Background: an optimization exercise with open tools, aiming at small area, a short achievable clock period and few clock cycles. Do not read the settings as production practice.
Only simulation tests tie the RTL to the original design; equivalence was not proved.
Power figures rest on the tool's default switching activity, not on a simulated workload.

**flow/config.mk**
```make
export PLATFORM = sky130hd
export DESIGN_NAME = bounded_sorted_set_intersect
export DESIGN_NICKNAME = bounded_sorted_set_intersect
export VERILOG_FILES = /design/flow/design.v
export SDC_FILE = /design/flow/constraint.sdc
export NUM_CORES = 4
export LEC_CHECK = 0
export CAP_MARGIN = 20
export CORE_MARGIN = 2
export CORE_UTILIZATION = 40
export SLEW_MARGIN = 20
```
**flow/constraint.sdc**
```tcl
create_clock -name core_clock -period 5.4 [get_ports {i_clk}]
set_input_delay 1.0800 -clock core_clock [delete_from_list [all_inputs] [get_ports {i_clk}]]
set_output_delay 1.0800 -clock core_clock [all_outputs]
set_load 0.01 [all_outputs]
```
**flow/design.v**
```verilog
`timescale 1ns / 1ps
`default_nettype none
package bsi_pkg;
    localparam logic [1:0] OP_PUSH_LEFT  = 2'd0;
    localparam logic [1:0] OP_PUSH_RIGHT = 2'd1;
    localparam logic [1:0] OP_RUN        = 2'd2;
    typedef struct packed {
        logic push_left;
        logic push_right;
        logic run_start;
        logic skip_adv;
        logic trim_dec;
        logic rd_trim;
        logic merge_i;
        logic merge_j;
        logic ld_elem;
        logic ld_sum;
    } t_cmd;
    typedef struct packed {
        logic j_lt_rend;
        logic i_lt_lcnt;
        logic r_lt_lo;
        logic r_gt_hi;
        logic a_lt_b;
        logic b_lt_a;
        logic out_free;
    } t_status;
endpackage
`default_nettype wire
`timescale 1ns / 1ps
`default_nettype none
module bsi_ram #(
    parameter int WIDTH = 32,
    parameter int DEPTH = 32
) (
    input  wire logic                     i_clk,
    input  wire logic                     i_we,
    input  wire logic [$clog2(DEPTH)-1:0] i_waddr,
    input  wire logic [WIDTH-1:0]         i_wdata,
    input  wire logic [$clog2(DEPTH)-1:0] i_raddr,
    output      logic [WIDTH-1:0]         o_rdata
);
    logic [WIDTH-1:0] r_mem [DEPTH];
    always_ff @(posedge i_clk) begin
        if (i_we) begin
            r_mem[i_waddr] <= i_wdata;
        end
        o_rdata <= r_mem[i_raddr];
    end
endmodule
`default_nettype wire
`timescale 1ns / 1ps
`default_nettype none
module bsi_ctrl (
    input  wire logic             i_clk,
    input  wire logic             i_rst_n,
    input  wire logic             i_valid,
    output      logic             o_ready,
    input  wire logic [1:0]       i_operation,
    input  wire bsi_pkg::t_status i_status,
    output      bsi_pkg::t_cmd    o_cmd
);
    localparam logic [2:0] S_IDLE  = 3'd0;
    localparam logic [2:0] S_SKIP  = 3'd1;
    localparam logic [2:0] S_TRIM  = 3'd2;
    localparam logic [2:0] S_MERGE = 3'd3;
    localparam logic [2:0] S_SUM   = 3'd4;
    logic [2:0] r_state, n_state;
    always_comb begin
        n_state = r_state;
        o_cmd   = '0;
        o_ready = 1'b0;
        case (r_state)
            S_IDLE: begin
                o_ready = 1'b1;
                if (i_valid) begin
                    case (i_operation)
                        bsi_pkg::OP_PUSH_LEFT:  o_cmd.push_left  = 1'b1;
                        bsi_pkg::OP_PUSH_RIGHT: o_cmd.push_right = 1'b1;
                        bsi_pkg::OP_RUN: begin
                            o_cmd.run_start = 1'b1;
                            n_state         = S_SKIP;
                        end
                        default: ;
                    endcase
                end
            end
            S_SKIP: begin
                if (i_status.j_lt_rend && i_status.r_lt_lo) begin
                    o_cmd.skip_adv = 1'b1;
                end else begin
                    o_cmd.rd_trim = 1'b1;
                    n_state       = S_TRIM;
                end
            end
            S_TRIM: begin
                if (i_status.j_lt_rend && i_status.r_gt_hi) begin
                    o_cmd.trim_dec = 1'b1;
                    o_cmd.rd_trim  = 1'b1;
                end else begin
                    n_state = S_MERGE;
                end
            end
            S_MERGE: begin
                if (!(i_status.i_lt_lcnt && i_status.j_lt_rend)) begin
                    n_state = S_SUM;
                end else if (i_status.a_lt_b) begin
                    o_cmd.merge_i = 1'b1;
                end else if (i_status.b_lt_a) begin
                    o_cmd.merge_j = 1'b1;
                end else if (i_status.out_free) begin
                    o_cmd.ld_elem = 1'b1;
                    o_cmd.merge_i = 1'b1;
                    o_cmd.merge_j = 1'b1;
                end
            end
            S_SUM: begin
                if (i_status.out_free) begin
                    o_cmd.ld_sum = 1'b1;
                    n_state      = S_IDLE;
                end
            end
            default: n_state = S_IDLE;
        endcase
    end
    always_ff @(posedge i_clk) begin
        if (!i_rst_n) begin
            r_state <= S_IDLE;
        end else begin
            r_state <= n_state;
        end
    end
endmodule
`default_nettype wire
`timescale 1ns / 1ps
`default_nettype none
module bsi_datapath #(
    parameter int LIST_DEPTH = 32,
    parameter int ID_WIDTH   = 32
) (
    input  wire logic            i_clk,
    input  wire logic            i_rst_n,
    input  wire bsi_pkg::t_cmd   i_cmd,
    output      bsi_pkg::t_status o_status,
    input  wire logic [31:0]     i_value,
    input  wire logic [31:0]     i_lower_bound,
    input  wire logic [31:0]     i_upper_bound,
    input  wire logic            i_ready,
    output      logic            o_valid,
    output      logic [31:0]     o_common_value,
    output      logic            o_is_element,
    output      logic [5:0]      o_match_count,
    output      logic            o_last
);
    localparam int SW = (ID_WIDTH < 32) ? ID_WIDTH : 32;
    localparam int AW = $clog2(LIST_DEPTH);
    localparam int CW = $clog2(LIST_DEPTH + 1);
    localparam logic [CW-1:0] FULL = CW'(LIST_DEPTH);
    logic [CW-1:0] r_i, n_i, r_j, n_j, r_rend, n_rend;
    logic [CW-1:0] r_lcnt, n_lcnt, r_rcnt, n_rcnt, r_n, n_n;
    logic [SW-1:0] r_lo, r_hi;
    logic          r_ovalid;
    logic [31:0]   r_ovalue;
    logic          r_oelem;
    logic [5:0]    r_ocnt;
    logic [SW-1:0] w_ldata, w_rdata;
    logic [AW-1:0] w_raddr_r;
    logic [CW-1:0] w_rend_m1;
    logic          w_lwe, w_rwe;
    assign w_lwe = i_cmd.push_left  && (r_lcnt != FULL);
    assign w_rwe = i_cmd.push_right && (r_rcnt != FULL);
    always_comb begin
        n_i    = r_i;
        n_j    = r_j;
        n_rend = r_rend;
        n_lcnt = r_lcnt;
        n_rcnt = r_rcnt;
        n_n    = r_n;
        if (i_cmd.run_start) begin
            n_i    = '0;
            n_j    = '0;
            n_rend = r_rcnt;
            n_n    = '0;
        end
        if (i_cmd.merge_i) begin
            n_i = r_i + 1'b1;
        end
        if (i_cmd.skip_adv || i_cmd.merge_j) begin
            n_j = r_j + 1'b1;
        end
        if (i_cmd.trim_dec) begin
            n_rend = r_rend - 1'b1;
        end
        if (i_cmd.ld_elem) begin
            n_n = r_n + 1'b1;
        end
        if (w_lwe) begin
            n_lcnt = r_lcnt + 1'b1;
        end
        if (w_rwe) begin
            n_rcnt = r_rcnt + 1'b1;
        end
        if (i_cmd.ld_sum) begin
            n_lcnt = '0;
            n_rcnt = '0;
        end
    end
    assign w_rend_m1 = n_rend - 1'b1;
    assign w_raddr_r = i_cmd.rd_trim ? w_rend_m1[AW-1:0] : n_j[AW-1:0];
    bsi_ram #(.WIDTH(SW), .DEPTH(LIST_DEPTH)) u_left_ram (
        .i_clk   (i_clk),
        .i_we    (w_lwe),
        .i_waddr (r_lcnt[AW-1:0]),
        .i_wdata (i_value[SW-1:0]),
        .i_raddr (n_i[AW-1:0]),
        .o_rdata (w_ldata)
    );
    bsi_ram #(.WIDTH(SW), .DEPTH(LIST_DEPTH)) u_right_ram (
        .i_clk   (i_clk),
        .i_we    (w_rwe),
        .i_waddr (r_rcnt[AW-1:0]),
        .i_wdata (i_value[SW-1:0]),
        .i_raddr (w_raddr_r),
        .o_rdata (w_rdata)
    );
    always_ff @(posedge i_clk) begin
        if (!i_rst_n) begin
            r_lcnt   <= '0;
            r_rcnt   <= '0;
            r_ovalid <= 1'b0;
        end else begin
            r_lcnt <= n_lcnt;
            r_rcnt <= n_rcnt;
            if (i_cmd.ld_elem || i_cmd.ld_sum) begin
                r_ovalid <= 1'b1;
            end else if (i_ready) begin
                r_ovalid <= 1'b0;
            end
        end
    end
    always_ff @(posedge i_clk) begin
        r_i    <= n_i;
        r_j    <= n_j;
        r_rend <= n_rend;
        r_n    <= n_n;
        if (i_cmd.run_start) begin
            r_lo <= i_lower_bound[SW-1:0];
            r_hi <= i_upper_bound[SW-1:0];
        end
        if (i_cmd.ld_elem) begin
            r_ovalue <= 32'(w_rdata);
            r_oelem  <= 1'b1;
            r_ocnt   <= '0;
        end else if (i_cmd.ld_sum) begin
            r_ovalue <= '0;
            r_oelem  <= 1'b0;
            r_ocnt   <= 6'(r_n);
        end
    end
    always_comb begin
        o_status.j_lt_rend = r_j < r_rend;
        o_status.i_lt_lcnt = r_i < r_lcnt;
        o_status.r_lt_lo   = w_rdata < r_lo;
        o_status.r_gt_hi   = w_rdata > r_hi;
        o_status.a_lt_b    = w_ldata < w_rdata;
        o_status.b_lt_a    = w_rdata < w_ldata;
        o_status.out_free  = !r_ovalid || i_ready;
    end
    assign o_valid        = r_ovalid;
    assign o_common_value = r_ovalue;
    assign o_is_element   = r_oelem;
    assign o_match_count  = r_ocnt;
    assign o_last         = !r_oelem;
endmodule
`default_nettype wire
`timescale 1ns / 1ps
`default_nettype none
module bounded_sorted_set_intersect #(
    parameter int LIST_DEPTH = 32,
    parameter int ID_WIDTH   = 32
) (
    input  wire logic        i_clk,
    input  wire logic        i_rst_n,
    input  wire logic        i_valid,
    output      logic        o_ready,
    input  wire logic [1:0]  i_operation,
    input  wire logic [31:0] i_value,
    input  wire logic [31:0] i_lower_bound,
    input  wire logic [31:0] i_upper_bound,
    output      logic        o_valid,
    input  wire logic        i_ready,
    output      logic [31:0] o_common_value,
    output      logic        o_is_element,
    output      logic [5:0]  o_match_count,
    output      logic        o_last
);
    bsi_pkg::t_cmd    w_cmd;
    bsi_pkg::t_status w_status;
    bsi_ctrl u_ctrl (
        .i_clk       (i_clk),
        .i_rst_n     (i_rst_n),
        .i_valid     (i_valid),
        .o_ready     (o_ready),
        .i_operation (i_operation),
        .i_status    (w_status),
        .o_cmd       (w_cmd)
    );
    bsi_datapath #(.LIST_DEPTH(LIST_DEPTH), .ID_WIDTH(ID_WIDTH)) u_datapath (
        .i_clk          (i_clk),
        .i_rst_n        (i_rst_n),
        .i_cmd          (w_cmd),
        .o_status       (w_status),
        .i_value        (i_value),
        .i_lower_bound  (i_lower_bound),
        .i_upper_bound  (i_upper_bound),
        .i_ready        (i_ready),
        .o_valid        (o_valid),
        .o_common_value (o_common_value),
        .o_is_element   (o_is_element),
        .o_match_count  (o_match_count),
        .o_last         (o_last)
    );
endmodule
`default_nettype wire
```
**flow/run.sh**
```bash
#!/bin/bash
# synth_recipe.tcl (not shown) runs the flow's synth.tcl, then flattens the netlist and writes it again
# the make line also repeats each setting of config.mk as NAME=value (left out here)
make -C /OpenROAD-flow-scripts/flow DESIGN_CONFIG=/design/flow/config.mk WORK_HOME=/design/flow/orfs CLKGATE_MAP_FILE= SYNTH_SCRIPT=/design/flow/synth_recipe.tcl finish
```
==> flow_summary_export.csv <==
group,metric,value,unit
yosys,synth_cells,5512,
yosys,synth_nets,5732,
place,port_buffers,143,
detailed_routing,route.final.wire_length,253100,um
hold_path,timing.hold.worst.class,"reg -> reg",
cells_and_area,fin_nets,6180,
cells_and_area,postLayoutCellArea,105200,sq um
cells_and_area,finish.cell_count_without_fillers,9136,
worst_setup_path,regToRegEndpoint,"u_datapath.u_right_ram.o_rdata[31]",
timing,setup-tns-final,0,ns
yosys,yosys_register_bits,2255,
worst_setup_path,critical_path_arrival,5.92,ns
cells_and_area,flow.area_growth_from_synthesis,17.82,%
place,place_inst,8713,
cells_and_area,post_route_cells_drive_above_1_share,17.58,%
floorplanning,die_w,476.4,um
detailed_routing,drc_violations,0,
global_route,grt_pass1_wl,360800,um
place,placement.setup.worst_slack,-0.3177,ns
yosys,synth_enable_flop_cells,2153,
worst_setup_path,critPathLaunchType,"register",
timing,worst_slew_pin_slew,1.052,ns
place,detailedPlacementHpwl,154900,um
global_route,antenna_violations_before_repair,18,
floorplanning,die-height,476.4,um
place,placer_s_final_routability_congestion_estimate,0.8650,
hold_path,whs_endpoint,"u_datapath.r_oelem",
cells_and_area,fillerInstances,18830,
timing,max_freq,0.1911,GHz
detailed_routing,drt.antenna.violating_nets,0,
yosys,distinct_cell_type_count_after_synthesis,84,
worst_setup_path,timing.reg2reg.worst_path_depth,18,
timing,number_of_pins_with_negative_max_slew_slack_in_the_final_report,0,
worst_setup_path,cp_data_required_time,6.09,ns
yosys,synthArstFlopShare,0,%
timing,fin_worst_skew,0.03283,ns
power,cellPowerDensity,464.8,nW/um^2
clock_tree,cts_max_level,4,
floorplanning,boundaryPins,144,
floorplanning,fp.coreArea,222100,sq um
worst_setup_path,setup.reg_to_reg.worst_slack,0.17,ns
timing,timing.slew.headroom,29.89,%
power,power.static_leakage,38.01,nW
job,max_cap_viol_count,0,
clock_tree,clock_sinks,2255,
yosys,yosys-top-cells-count,"sky130_fd_sc_hd__edfxtp_1, sky130_fd_sc_hd__nand2_1, sky130_fd_sc_hd__nand3_1",
clock_tree,cts_buffers,219,
yosys,netlist.top_cell.by_area,"sky130_fd_sc_hd__edfxtp_1",
clock_tree,hold_buffers,0,
yosys,syn_avg_cell_area,16.19,sq um
cells_and_area,multiInputGateArea,21200,sq um
worst_setup_path,reg2reg_from,"u_datapath.u_right_ram.o_rdata[8]",
yosys,yosysMostFrequentCell,"sky130_fd_sc_hd__edfxtp_1",
power,worst_ir_drop_vdd,0.0003540,V
timing,final_critical_path_setup_slack,0.1681,ns
floorplanning,die-area,226900,sq um
worst_setup_path,cp_max_fo,9,
worst_setup_path,crit_path_class,"reg -> reg",
floorplanning,start_util,40.19,%
yosys,yosysTopAreaCellShare,72.44,%
clock_tree,clock-root-buffer,"sky130_fd_sc_hd__clkbuf_16",
timing,rsz_0062_raised_after_global_routing,"false",
detailed_routing,wire_per_inst,27.71,um
global_route,largest_net_degree_at_the_start_of_global_routing,77,
timing,fin_crit,5.232,ns
hold_path,worstHoldStart,"u_datapath.r_oelem",
timing,setup_viol,0,
yosys,syn_area,89250,sq um
yosys,synth_seq_area_share,74.72,%
clock_tree,clk_latency,0.87,ns
detailed_routing,drt-vias-per-instance,5.484,
place,placed_area,97610,sq um
yosys,synthTopCellsByArea,"sky130_fd_sc_hd__edfxtp_1, sky130_fd_sc_hd__mux2i_1, sky130_fd_sc_hd__mux4_2, sky130_fd_sc_hd__nand2_1, sky130_fd_sc_hd__nand3_1",
timing,holdWs,0.4678,ns
cells_and_area,utilization,47.35,%
detailed_routing,vias,50100,
hold_path,timing.hold.worst_path_depth,2,
status,run_status,"complete, no violations",
worst_setup_path,timing.critical_path.to_type,"register",
power,power,48.87,mW
floorplanning,fp-row-count,173,
yosys,ys.flop_type,"sky130_fd_sc_hd__edfxtp_1",
global_route,globalRouteOverflowTotal,0,
yosys,yosys_warnings,3,
global_route,grtUsageTotal,21.95,%
clock_tree,clockBufferDepth,3,
detailed_routing,first_iter_violations,5493,
timing,timing.final.hold_violations,0,
detailed_routing,detailedRoute.firstPassIterationCount,6,
timing,final.period_utilization,96.89,%
global_route,grt_pass1_vias,49580,
cells_and_area,sequential_standard_cell_area,66700,sq um
clock_tree,clock_pin_slew_on_the_worst_setup_and_hold_paths,0.06,ns
clock_tree,cts_tree,"yes",
-- repair_timing --
action                                  4_1_cts  5_1_grt
endpoints found under the setup margin        1        1
pin swaps                                     0        1
gates resized for setup                       1        7
buffers inserted                              0        1
-- cell usage in the layout, fill, tap and decap left out, types with 26 or more instances in the layout --
cell                                 n
sky130_fd_sc_hd__edfxtp_1         2153
sky130_fd_sc_hd__nand2_1           860
sky130_fd_sc_hd__nand3_1           551
sky130_fd_sc_hd__mux2i_1           458
sky130_fd_sc_hd__buf_4             258
sky130_fd_sc_hd__clkbuf_16         224
sky130_fd_sc_hd__mux4_2            160
sky130_fd_sc_hd__a211oi_1          134
sky130_fd_sc_hd__inv_1             120
sky130_fd_sc_hd__buf_12            120
sky130_fd_sc_hd__ha_1              118
sky130_fd_sc_hd__clkdlybuf4s50_1   111
sky130_fd_sc_hd__dfxtp_1            98
sky130_fd_sc_hd__nor2_1             84
sky130_fd_sc_hd__o22ai_1            66
sky130_fd_sc_hd__nor2_4             65
sky130_fd_sc_hd__clkinv_2           50
sky130_fd_sc_hd__a21oi_1            48
sky130_fd_sc_hd__clkbuf_1           45
sky130_fd_sc_hd__clkinv_1           35
sky130_fd_sc_hd__or4_1              33
sky130_fd_sc_hd__nor4b_2            31
sky130_fd_sc_hd__o22ai_2            31
sky130_fd_sc_hd__bufinv_16          26
-- logic make-up (layout without fill, tap and decap cells) --
kind of cell / Yosys count / count (layout) / share of synthesized area (%)
other: 0 / 5 / 0
adders and majority gates: 118 / 118 / 1.654
buffers and inverters: 409 / 1053 / 2.237
DFF: 2255 / 2255 / 74.72
and+or+nand+nor: 1728 / 1728 / 8.934
xor gates and xnor gates: 19 / 19 / 0.1864
AOI/OAI and AO/OA: 361 / 361 / 3.041
muxes: 622 / 622 / 9.224
-- power by group --
group	leakage [nW]	internal (mW)	switching, mW	total [mW]
clock network	3.67	9.15	6.60	15.8
logic	14.1	6.29	6.86	13.1
registers	20.3	19.5	0.435	20.0
total	38.0	35.0	13.9	48.9
-- worst max-delay path, stage by stage, from the launching register on --
cell and delay (ns):
sky130_fd_sc_hd__dfxtp_1 0.61, sky130_fd_sc_hd__inv_1 0.24, sky130_fd_sc_hd__ha_1 0.36, sky130_fd_sc_hd__nand4_1 0.24
sky130_fd_sc_hd__nor2_1 0.07, sky130_fd_sc_hd__a221o_1 0.38, sky130_fd_sc_hd__o31ai_2 0.37, sky130_fd_sc_hd__a21oi_4 0.19
sky130_fd_sc_hd__a21oi_4 0.25, sky130_fd_sc_hd__buf_4 0.18, sky130_fd_sc_hd__mux2_2 0.34, sky130_fd_sc_hd__a211oi_1 0.31
sky130_fd_sc_hd__nor3_2 0.13, sky130_fd_sc_hd__buf_4 0.20, sky130_fd_sc_hd__nand3_2 0.19, sky130_fd_sc_hd__buf_12 0.19
sky130_fd_sc_hd__buf_12 0.12, sky130_fd_sc_hd__o22ai_1 0.13, sky130_fd_sc_hd__nor4b_4 0.54
-- registers in the layout (all words and copies together), names as in the netlist --
signal	cells
u_datapath.r_ocnt	6
u_datapath.r_j	6
u_datapath.r_rend	6
u_datapath.u_left_ram.o_rdata	32
u_ctrl.r_state	3
u_datapath.u_left_ram.r_mem	1024
u_datapath.r_oelem	1
u_datapath.r_n	6
u_datapath.r_lcnt	6
u_datapath.r_hi	32
u_datapath.u_right_ram.o_rdata	32
u_datapath.r_ovalue	32
u_datapath.r_rcnt	6
u_datapath.r_lo	32
u_datapath.u_right_ram.r_mem	1024
u_datapath.r_i	6
u_datapath.r_ovalid	1
-- per-layer routing --
layer | track usage (%) | part of all wire (%) | up-vias
met2 | 36.81 | 50 | 1772
met3 | 2.933 | 5.7 | 401
met4 | 9.967 | 4.7 | 2
li1 | - | - | 22050
met5 | 0 | 0.0055 | -
met1 | 28.45 | 40 | 25870
-- worst max-delay path by stage --
stage                                       startpoint                            endpoint  slack, ns  cells past startpoint
floorplan                               i_operation[0]  u_datapath.u_right_ram.o_rdata[30]       0.72                     21
global placement                        i_operation[0]  u_datapath.u_right_ram.o_rdata[31]      -0.48                     20
detailed placement                      i_operation[0]  u_datapath.u_right_ram.o_rdata[31]      -0.32                     20
CTS                 u_datapath.u_right_ram.o_rdata[11]  u_datapath.u_right_ram.o_rdata[31]       0.07                     16
global route        u_datapath.u_right_ram.o_rdata[12]  u_datapath.u_right_ram.o_rdata[31]        0.1                     17
finish               u_datapath.u_right_ram.o_rdata[8]  u_datapath.u_right_ram.o_rdata[31]       0.17                     18
-- layout make-up --
type,instances,area share [%]
Sequential cell,2255,63.43
Multi-Input combinational cell,2848,20.16
Clock buffer,290,5.766
Timing Repair Buffer,511,5.287
Tap cell,2975,3.540
Clock inverter,127,1.349
Inverter,125,0.4593
Antenna cell,5,0.01190
Testbench counts, summed over its fixed seeds: cycles 21,316.

-- separate check: timing with driven ports --
The results above use ideal ports. As a check the final layout listed here was re-extracted and re-timed, cells and wires unchanged.
Step 1 sets driving cells, clkbuf_16 on the clock port and buf_2 on the other inputs (assumed; they add their load-dependent delay and slew).
Step 2 adds t to the input delays and takes it off the output delays; t is the mean of the earliest and latest rising clock arrival at the registers after step 1. Input paths then give back, and output paths get back, about the clock's delay inside the block.
Slacks: no drivers / after step 1 / after step 2; pairs: no drivers / after step 1.
t, ns: 0.953
slack for setup (ns): 0.168 / 0.168 / -0.047
worst setup path after step 2: input to register
Met with ideal ports but missed after step 2: setup timing in this run. For this run, drivers alone change the setup slack by 0.000 ns; drivers and shift together by -0.215 ns.
